From an optimization exercise on the open Yosys and OpenROAD flow, aimed at small area, a short achievable clock period and few clock cycles per item; shortcuts taken in it are not production practice.

==> inputs of job 5735 <==
## calibrated_field_angle
module calibrated_field_angle (
	input  wire        clk,
	input  wire        arst_n,
	input  wire        sample_valid,
	output wire        sample_ready,
	input  wire [15:0] sample_field_x,
	input  wire [15:0] sample_field_y,
	input  wire        sample_read_failed,
	output wire        result_valid,
	input  wire        result_ready,
	output wire [15:0] result_angle,
	output wire        result_failed,
	input  wire        cfg_valid,
	output wire        cfg_ready,
	input  wire [2:0]  cfg_index,
	input  wire [15:0] cfg_data
);
Settings: LEC_CHECK=0, CAP_MARGIN=20, CORE_MARGIN=2, CORE_UTILIZATION=40, SLEW_MARGIN=20; clock period 10.0 ns.
run.sh (not shown) runs the stock make flow with config.mk's settings and CLKGATE_MAP_FILE= SYNTH_SCRIPT=/design/flow/synth_recipe.tcl, a recipe that flattens the netlist after the stock synthesis.
==> job 245: changes against job 5735 <==
--- a/flow/design.v
+++ b/flow/design.v
@@ -48,35 +48,35 @@
 			y_scale3_q <= 18'd12288;
 		end else begin
 			x_scale3_q <= {2'b00, x_scale_q} + {1'b0, x_scale_q, 1'b0};
 			y_scale3_q <= {2'b00, y_scale_q} + {1'b0, y_scale_q, 1'b0};
 		end
 	end
-	assign sample_ready = adv;
+	assign sample_ready = rdy_q;
 	reg         va, f_a;
 	reg  [15:0] fx_a, fy_a;
 	always @(posedge clk or negedge arst_n)
 		if (!arst_n) va <= 1'b0;
-		else if (adv) va <= sample_valid;
+		else if (adv_0) va <= sample_valid;
 	always @(posedge clk)
-		if (adv) begin
+		if (adv_0) begin
 			fx_a <= sample_field_x;
 			fy_a <= sample_field_y;
 			f_a  <= sample_read_failed;
 		end
 	wire [16:0] dxp = {fx_a[15], fx_a} - {x_offset_q[15], x_offset_q};
 	wire [16:0] dxn = {x_offset_q[15], x_offset_q} - {fx_a[15], fx_a};
 	wire [16:0] dyp = {fy_a[15], fy_a} - {y_offset_q[15], y_offset_q};
 	wire [16:0] dyn = {y_offset_q[15], y_offset_q} - {fy_a[15], fy_a};
 	reg         vb, f_b, sx_b, sy_b;
 	reg  [15:0] ax_b, ay_b;
 	always @(posedge clk or negedge arst_n)
 		if (!arst_n) vb <= 1'b0;
-		else if (adv) vb <= va;
+		else if (adv_0) vb <= va;
 	always @(posedge clk)
-		if (adv) begin
+		if (adv_0) begin
 			ax_b <= dxp[16] ? dxn[15:0] : dxp[15:0];
 			ay_b <= dyp[16] ? dyn[15:0] : dyp[15:0];
 			sx_b <= dxp[16];
 			sy_b <= dyp[16];
 			f_b  <= f_a;
 		end
@@ -499,15 +499,15 @@
 	wire my_s383 = my_s339 ^ my_c338 ^ my_c376;
 	wire my_c384 = (my_s339 & my_c338) | (my_s339 & my_c376) | (my_c338 & my_c376);
 	reg         vm, f_m, npx_m, npy_m, bz_m, z_m;
 	reg  [31:0] as_m, ac_m, bs_m, bc_m;
 	always @(posedge clk or negedge arst_n)
 		if (!arst_n) vm <= 1'b0;
-		else if (adv) vm <= vb;
+		else if (adv_0) vm <= vb;
 	always @(posedge clk)
-		if (adv) begin
+		if (adv_0) begin
 			as_m  <= {rx7[17], mx_c156, mx_s155, mx_c178, mx_s177, mx_c188, mx_s187, mx_c186, mx_s185, mx_c192, mx_s191, mx_c190, mx_s189, mx_s181, mx_c166, mx_c164, mx_c180, mx_s179, mx_c160, mx_s159, mx_c158, mx_s157, mx_c124, mx_s123, mx_c74, mx_s73, mx_c2, mx_s1, rx0[3], rx0[2], rx0[1], rx0[0]};
 			ac_m  <= {1'b0, rx7[16], 1'b0, mx_s121, 1'b0, mx_s153, 1'b0, mx_s175, 1'b0, mx_s173, 1'b0, mx_s183, 1'b0, 1'b0, mx_s167, mx_s165, mx_s163, 1'b0, mx_s161, 1'b0, mx_s127, 1'b0, mx_s125, 1'b0, mx_s75, 1'b0, mx_s3, 1'b0, rx1[1], rx1[0], 1'b0, 1'b0};
 			bs_m  <= {ry7[17], my_c348, my_s347, my_c370, my_s369, my_c380, my_s379, my_c378, my_s377, my_c384, my_s383, my_c382, my_s381, my_s373, my_c358, my_c356, my_c372, my_s371, my_c352, my_s351, my_c350, my_s349, my_c316, my_s315, my_c266, my_s265, my_c194, my_s193, ry0[3], ry0[2], ry0[1], ry0[0]};
 			bc_m  <= {1'b0, ry7[16], 1'b0, my_s313, 1'b0, my_s345, 1'b0, my_s367, 1'b0, my_s365, 1'b0, my_s375, 1'b0, 1'b0, my_s359, my_s357, my_s355, 1'b0, my_s353, 1'b0, my_s319, 1'b0, my_s317, 1'b0, my_s267, 1'b0, my_s195, 1'b0, ry1[1], ry1[0], 1'b0, 1'b0};
 			npx_m <= sx_b && !xz;
 			npy_m <= sy_b && !yz;
@@ -516,15 +516,15 @@
 			f_m   <= f_b;
 		end
 	reg         v_m2, f_m2, npx_m2, npy_m2, bz_m2, z_m2;
 	reg  [31:0] a_m2, b_m2;
 	always @(posedge clk or negedge arst_n)
 		if (!arst_n) v_m2 <= 1'b0;
-		else if (adv) v_m2 <= vm;
+		else if (adv_1) v_m2 <= vm;
 	always @(posedge clk)
-		if (adv) begin
+		if (adv_1) begin
 			a_m2   <= as_m + ac_m;
 			b_m2   <= bs_m + bc_m;
 			npx_m2 <= npx_m;
 			npy_m2 <= npy_m;
 			bz_m2  <= bz_m;
 			z_m2   <= z_m;
@@ -538,15 +538,15 @@
 	reg         v_c, f_c, z_c;
 	reg  [1:0]  dec_c;
 	reg  [32:0] x_c;
 	reg  [32:0] y_c;
 	always @(posedge clk or negedge arst_n)
 		if (!arst_n) v_c <= 1'b0;
-		else if (adv) v_c <= v_m2;
+		else if (adv_1) v_c <= v_m2;
 	always @(posedge clk)
-		if (adv) begin
+		if (adv_1) begin
 			dec_c <= {d0, npx_m2};
 			x_c   <= x1_c;
 			y_c   <= y1_c;
 			z_c   <= z_m2;
 			f_c   <= f_m2;
 		end
@@ -562,15 +562,15 @@
 	reg v_s0, f_s0, z_s0;
 	reg [2:0] dec_s0;
 	reg [32:0] x_s0;
 	reg [32:0] y_s0;
 	always @(posedge clk or negedge arst_n)
 		if (!arst_n) v_s0 <= 1'b0;
-		else if (adv) v_s0 <= v_c;
+		else if (adv_1) v_s0 <= v_c;
 	always @(posedge clk)
-		if (adv) begin
+		if (adv_1) begin
 			dec_s0 <= {d1, dec_c};
 			f_s0 <= f_c;
 			z_s0 <= z_c;
 			x_s0 <= x2;
 			y_s0 <= y2;
 		end
@@ -586,15 +586,15 @@
 	reg v_s1, f_s1, z_s1;
 	reg [3:0] dec_s1;
 	reg [33:0] x_s1;
 	reg [32:0] y_s1;
 	always @(posedge clk or negedge arst_n)
 		if (!arst_n) v_s1 <= 1'b0;
-		else if (adv) v_s1 <= v_s0;
+		else if (adv_2) v_s1 <= v_s0;
 	always @(posedge clk)
-		if (adv) begin
+		if (adv_2) begin
 			dec_s1 <= {d2, dec_s0};
 			f_s1 <= f_s0;
 			z_s1 <= z_s0;
 			x_s1 <= x3;
 			y_s1 <= y3;
 		end
@@ -610,15 +610,15 @@
 	reg v_s2, f_s2, z_s2;
 	reg [4:0] dec_s2;
 	reg [33:0] x_s2;
 	reg [31:0] y_s2;
 	always @(posedge clk or negedge arst_n)
 		if (!arst_n) v_s2 <= 1'b0;
-		else if (adv) v_s2 <= v_s1;
+		else if (adv_2) v_s2 <= v_s1;
 	always @(posedge clk)
-		if (adv) begin
+		if (adv_2) begin
 			dec_s2 <= {d3, dec_s1};
 			f_s2 <= f_s1;
 			z_s2 <= z_s1;
 			x_s2 <= x4;
 			y_s2 <= y4;
 		end
@@ -634,15 +634,15 @@
 	reg v_s3, f_s3, z_s3;
 	reg [5:0] dec_s3;
 	reg [33:0] x_s3;
 	reg [30:0] y_s3;
 	always @(posedge clk or negedge arst_n)
 		if (!arst_n) v_s3 <= 1'b0;
-		else if (adv) v_s3 <= v_s2;
+		else if (adv_3) v_s3 <= v_s2;
 	always @(posedge clk)
-		if (adv) begin
+		if (adv_3) begin
 			dec_s3 <= {d4, dec_s2};
 			f_s3 <= f_s2;
 			z_s3 <= z_s2;
 			x_s3 <= x5;
 			y_s3 <= y5;
 		end
@@ -658,15 +658,15 @@
 	reg v_s4, f_s4, z_s4;
 	reg [6:0] dec_s4;
 	reg [33:0] x_s4;
 	reg [29:0] y_s4;
 	always @(posedge clk or negedge arst_n)
 		if (!arst_n) v_s4 <= 1'b0;
-		else if (adv) v_s4 <= v_s3;
+		else if (adv_3) v_s4 <= v_s3;
 	always @(posedge clk)
-		if (adv) begin
+		if (adv_3) begin
 			dec_s4 <= {d5, dec_s3};
 			f_s4 <= f_s3;
 			z_s4 <= z_s3;
 			x_s4 <= x6;
 			y_s4 <= y6;
 		end
@@ -682,15 +682,15 @@
 	reg v_s5, f_s5, z_s5;
 	reg [7:0] dec_s5;
 	reg [33:0] x_s5;
 	reg [28:0] y_s5;
 	always @(posedge clk or negedge arst_n)
 		if (!arst_n) v_s5 <= 1'b0;
-		else if (adv) v_s5 <= v_s4;
+		else if (adv_3) v_s5 <= v_s4;
 	always @(posedge clk)
-		if (adv) begin
+		if (adv_3) begin
 			dec_s5 <= {d6, dec_s4};
 			f_s5 <= f_s4;
 			z_s5 <= z_s4;
 			x_s5 <= x7;
 			y_s5 <= y7;
 		end
@@ -706,15 +706,15 @@
 	reg v_s6, f_s6, z_s6;
 	reg [8:0] dec_s6;
 	reg [33:0] x_s6;
 	reg [27:0] y_s6;
 	always @(posedge clk or negedge arst_n)
 		if (!arst_n) v_s6 <= 1'b0;
-		else if (adv) v_s6 <= v_s5;
+		else if (adv_4) v_s6 <= v_s5;
 	always @(posedge clk)
-		if (adv) begin
+		if (adv_4) begin
 			dec_s6 <= {d7, dec_s5};
 			f_s6 <= f_s5;
 			z_s6 <= z_s5;
 			x_s6 <= x8;
 			y_s6 <= y8;
 		end
@@ -730,15 +730,15 @@
 	reg v_s7, f_s7, z_s7;
 	reg [9:0] dec_s7;
 	reg [33:0] x_s7;
 	reg [26:0] y_s7;
 	always @(posedge clk or negedge arst_n)
 		if (!arst_n) v_s7 <= 1'b0;
-		else if (adv) v_s7 <= v_s6;
+		else if (adv_4) v_s7 <= v_s6;
 	always @(posedge clk)
-		if (adv) begin
+		if (adv_4) begin
 			dec_s7 <= {d8, dec_s6};
 			f_s7 <= f_s6;
 			z_s7 <= z_s6;
 			x_s7 <= x9;
 			y_s7 <= y9;
 		end
@@ -754,15 +754,15 @@
 	reg v_s8, f_s8, z_s8;
 	reg [10:0] dec_s8;
 	reg [33:0] x_s8;
 	reg [25:0] y_s8;
 	always @(posedge clk or negedge arst_n)
 		if (!arst_n) v_s8 <= 1'b0;
-		else if (adv) v_s8 <= v_s7;
+		else if (adv_4) v_s8 <= v_s7;
 	always @(posedge clk)
-		if (adv) begin
+		if (adv_4) begin
 			dec_s8 <= {d9, dec_s7};
 			f_s8 <= f_s7;
 			z_s8 <= z_s7;
 			x_s8 <= x10;
 			y_s8 <= y10;
 		end
@@ -778,15 +778,15 @@
 	reg v_s9, f_s9, z_s9;
 	reg [11:0] dec_s9;
 	reg [33:0] x_s9;
 	reg [24:0] y_s9;
 	always @(posedge clk or negedge arst_n)
 		if (!arst_n) v_s9 <= 1'b0;
-		else if (adv) v_s9 <= v_s8;
+		else if (adv_5) v_s9 <= v_s8;
 	always @(posedge clk)
-		if (adv) begin
+		if (adv_5) begin
 			dec_s9 <= {d10, dec_s8};
 			f_s9 <= f_s8;
 			z_s9 <= z_s8;
 			x_s9 <= x11;
 			y_s9 <= y11;
 		end
@@ -802,15 +802,15 @@
 	reg v_s10, f_s10, z_s10;
 	reg [12:0] dec_s10;
 	reg [33:0] x_s10;
 	reg [23:0] y_s10;
 	always @(posedge clk or negedge arst_n)
 		if (!arst_n) v_s10 <= 1'b0;
-		else if (adv) v_s10 <= v_s9;
+		else if (adv_5) v_s10 <= v_s9;
 	always @(posedge clk)
-		if (adv) begin
+		if (adv_5) begin
 			dec_s10 <= {d11, dec_s9};
 			f_s10 <= f_s9;
 			z_s10 <= z_s9;
 			x_s10 <= x12;
 			y_s10 <= y12;
 		end
@@ -826,15 +826,15 @@
 	reg v_s11, f_s11, z_s11;
 	reg [13:0] dec_s11;
 	reg [33:0] x_s11;
 	reg [22:0] y_s11;
 	always @(posedge clk or negedge arst_n)
 		if (!arst_n) v_s11 <= 1'b0;
-		else if (adv) v_s11 <= v_s10;
+		else if (adv_6) v_s11 <= v_s10;
 	always @(posedge clk)
-		if (adv) begin
+		if (adv_6) begin
 			dec_s11 <= {d12, dec_s10};
 			f_s11 <= f_s10;
 			z_s11 <= z_s10;
 			x_s11 <= x13;
 			y_s11 <= y13;
 		end
@@ -850,15 +850,15 @@
 	reg v_s12, f_s12, z_s12;
 	reg [14:0] dec_s12;
 	reg [33:0] x_s12;
 	reg [21:0] y_s12;
 	always @(posedge clk or negedge arst_n)
 		if (!arst_n) v_s12 <= 1'b0;
-		else if (adv) v_s12 <= v_s11;
+		else if (adv_6) v_s12 <= v_s11;
 	always @(posedge clk)
-		if (adv) begin
+		if (adv_6) begin
 			dec_s12 <= {d13, dec_s11};
 			f_s12 <= f_s11;
 			z_s12 <= z_s11;
 			x_s12 <= x14;
 			y_s12 <= y14;
 		end
@@ -872,29 +872,29 @@
 	reg v_s13, f_s13, z_s13;
 	reg [15:0] dec_s13;
 	reg [33:0] x_s13;
 	reg [20:0] y_s13;
 	always @(posedge clk or negedge arst_n)
 		if (!arst_n) v_s13 <= 1'b0;
-		else if (adv) v_s13 <= v_s12;
+		else if (adv_6) v_s13 <= v_s12;
 	always @(posedge clk)
-		if (adv) begin
+		if (adv_6) begin
 			dec_s13 <= {d14, dec_s12};
 			f_s13 <= f_s12;
 			z_s13 <= z_s12;
 			x_s13 <= x_s12;
 			y_s13 <= y15;
 		end
 	wire d15 = !y_s13[20];
 	reg v_s14, f_s14, z_s14;
 	reg [16:0] dec_s14;
 	always @(posedge clk or negedge arst_n)
 		if (!arst_n) v_s14 <= 1'b0;
-		else if (adv) v_s14 <= v_s13;
+		else if (adv_7) v_s14 <= v_s13;
 	always @(posedge clk)
-		if (adv) begin
+		if (adv_7) begin
 			dec_s14 <= {d15, dec_s13};
 			f_s14 <= f_s13;
 			z_s14 <= z_s13;
 		end
 	wire t_s385 = dec_s14[15] ^ dec_s14[14] ^ dec_s14[10];
 	wire t_c386 = (dec_s14[15] & dec_s14[14]) | (dec_s14[15] & dec_s14[10]) | (dec_s14[14] & dec_s14[10]);
@@ -1193,15 +1193,15 @@
 	wire t_s679 = t_s605 ^ t_c604 ^ t_c678;
 	wire t_c680 = (t_s605 & t_c604) | (t_s605 & t_c678) | (t_c604 & t_c678);
 	reg         v_t1, f_t1, z_t1;
 	reg  [31:0] ts_t1, tc_t1;
 	always @(posedge clk or negedge arst_n)
 		if (!arst_n) v_t1 <= 1'b0;
-		else if (adv) v_t1 <= v_s14;
+		else if (adv_7) v_t1 <= v_s14;
 	always @(posedge clk)
-		if (adv) begin
+		if (adv_7) begin
 			ts_t1 <= {1'b1, t_c658, t_s657, t_s643, t_s609, t_c608, t_c642, t_c680, t_s679, t_s677, t_s673, t_s667, t_s655, t_c638, t_c654, t_c666, t_s665, t_c664, t_s663, t_c672, t_s671, t_s661, t_c676, t_s675, t_s669, t_s659, t_s645, t_c612, t_s611, t_s559, t_s487, 1'b1};
 			tc_t1 <= {dec_s14[0], dec_s14[1], 1'b0, 1'b0, 1'b0, t_s557, t_s607, t_s641, 1'b0, 1'b0, 1'b0, 1'b0, 1'b0, t_s639, t_s637, t_s653, 1'b0, t_s651, 1'b0, t_s649, 1'b0, 1'b0, t_s647, 1'b0, 1'b0, 1'b0, 1'b0, t_s613, t_c560, 1'b0, 1'b0, 1'b0};
 			f_t1  <= f_s14;
 			z_t1  <= z_s14;
 		end
 	wire [31:0] acc_t = ts_t1 + tc_t1;
@@ -1218,13 +1218,58 @@
 	wire [15:0] diff  = theta_p - zero_angle_q;
 	wire [15:0] ndiff = zero_angle_q - theta_p;
 	wire [15:0] ang   = fp ? 16'd0 : (reverse_dir_q ? ndiff : diff);
 	reg         out_v_q, skid_v_q;
 	reg  [15:0] out_ang_q, skid_ang_q;
 	reg         out_fail_q, skid_fail_q;
+	wire        skid_set = out_v_q && !result_ready && vp;
+	reg         rdy_q;
+	always @(posedge clk or negedge arst_n)
+		if (!arst_n) rdy_q <= 1'b1;
+		else rdy_q <= rdy_q ? !skid_set : result_ready;
 	assign adv = !skid_v_q;
+	reg         skid0_q;
+	always @(posedge clk or negedge arst_n)
+		if (!arst_n) skid0_q <= 1'b0;
+		else skid0_q <= skid0_q ? !result_ready : skid_set;
+	wire        adv_0 = !skid0_q;
+	reg         skid1_q;
+	always @(posedge clk or negedge arst_n)
+		if (!arst_n) skid1_q <= 1'b0;
+		else skid1_q <= skid1_q ? !result_ready : skid_set;
+	wire        adv_1 = !skid1_q;
+	reg         skid2_q;
+	always @(posedge clk or negedge arst_n)
+		if (!arst_n) skid2_q <= 1'b0;
+		else skid2_q <= skid2_q ? !result_ready : skid_set;
+	wire        adv_2 = !skid2_q;
+	reg         skid3_q;
+	always @(posedge clk or negedge arst_n)
+		if (!arst_n) skid3_q <= 1'b0;
+		else skid3_q <= skid3_q ? !result_ready : skid_set;
+	wire        adv_3 = !skid3_q;
+	reg         skid4_q;
+	always @(posedge clk or negedge arst_n)
+		if (!arst_n) skid4_q <= 1'b0;
+		else skid4_q <= skid4_q ? !result_ready : skid_set;
+	wire        adv_4 = !skid4_q;
+	reg         skid5_q;
+	always @(posedge clk or negedge arst_n)
+		if (!arst_n) skid5_q <= 1'b0;
+		else skid5_q <= skid5_q ? !result_ready : skid_set;
+	wire        adv_5 = !skid5_q;
+	reg         skid6_q;
+	always @(posedge clk or negedge arst_n)
+		if (!arst_n) skid6_q <= 1'b0;
+		else skid6_q <= skid6_q ? !result_ready : skid_set;
+	wire        adv_6 = !skid6_q;
+	reg         skid7_q;
+	always @(posedge clk or negedge arst_n)
+		if (!arst_n) skid7_q <= 1'b0;
+		else skid7_q <= skid7_q ? !result_ready : skid_set;
+	wire        adv_7 = !skid7_q;
 	always @(posedge clk or negedge arst_n) begin
 		if (!arst_n) begin
 			out_v_q  <= 1'b0;
 			skid_v_q <= 1'b0;
 		end else if (skid_v_q) begin
 			if (result_ready) skid_v_q <= 1'b0;
==> flow/flow/run.sh (new file) <==
#!/bin/bash
set -uo pipefail
bash standard.sh SETUP_SLACK_MARGIN=6.3 finish > standard_flow.log 2>&1
rc=$?
tail -5 standard_flow.log
exit $rc
==> flow/standard.sh (new file) <==
#!/bin/bash
# synth_recipe.tcl (not shown) runs the flow's synth.tcl, then flattens the netlist and writes it again
# the make line also repeats each setting of config.mk as NAME=value (left out here)
make -C /OpenROAD-flow-scripts/flow DESIGN_CONFIG=/design/flow/config.mk WORK_HOME=/design/flow/orfs CLKGATE_MAP_FILE= SYNTH_SCRIPT=/design/flow/synth_recipe.tcl "${@:-finish}"
removed: flow/run.sh
==> qor summary <==
quantity	job 5735	job 245
Initial detailed-routing violation count	5,173	5,876
Crit-path max FO	11	2
Post-synthesis share of cell area spent on xor and xnor gates	12.7%	12.3%
Compound-gate portion of the synthesized area	15.1%	15.6%
Final worst setup slack	4.94 ns	5.62 ns
Flip-flop and latch count	1,513	1,522
Area share of buffers outside the clock network	1.29%	5.41%
Post-detailed-route wirelength per cell	20.8 um	21.5 um
Via count of the first global-routing pass	74.8k	78.7k
Floorplan die height	522 um	525 um
Simple logic cell fraction of the synthesized area	9.53%	9.89%
End of the worst register-to-register path	ts_t1[23]$_DFFE_PN_	ts_t1[8]$_DFFE_PN_
First-pass GRT wire length	440 mm	466 mm
Met2 Routed Length	145 mm	154 mm
Outcome	timing/DRC/antenna clean	timing/DRC/antenna clean
Non-clock inverter count in the final layout	659	669
Area share of the largest cell type after synthesis	38.4%	37.9%
Gate count of the mapped netlist	10.0k	10.3k
No functional check of the RTL was part of any run of this note.

-- afterwards: timing with drivers on the ports --
Ports are ideal in the flow. The routed layouts listed here were re-timed in OpenROAD.
Step 1 (the two cells are an assumption about what drives the block):
set clk [get_ports {clk}]
set_driving_cell -lib_cell sky130_fd_sc_hd__clkbuf_16 $clk
set_driving_cell -lib_cell sky130_fd_sc_hd__buf_2 [delete_from_list [all_inputs] $clk]
Step 2 adds t to the input delays and takes it off the output delays; t is the mean of the earliest and latest rising clock arrival at the registers after step 1. Input paths then give back, and output paths get back, about the clock's delay inside the block.
Slacks: no drivers / after step 1 / after step 2; pairs: no drivers / after step 1.
run | shift t [ns] | slack for setup (ns) | hold slack, ns
job 5735 | 0.919 | 4.935 / 4.935 / 4.935 | 0.377 / 0.377 / 0.377
job 245 | 0.945 | 5.621 / 5.621 / 5.621 | 0.361 / 0.361 / 0.361
After both steps every run listed still meets setup and hold.
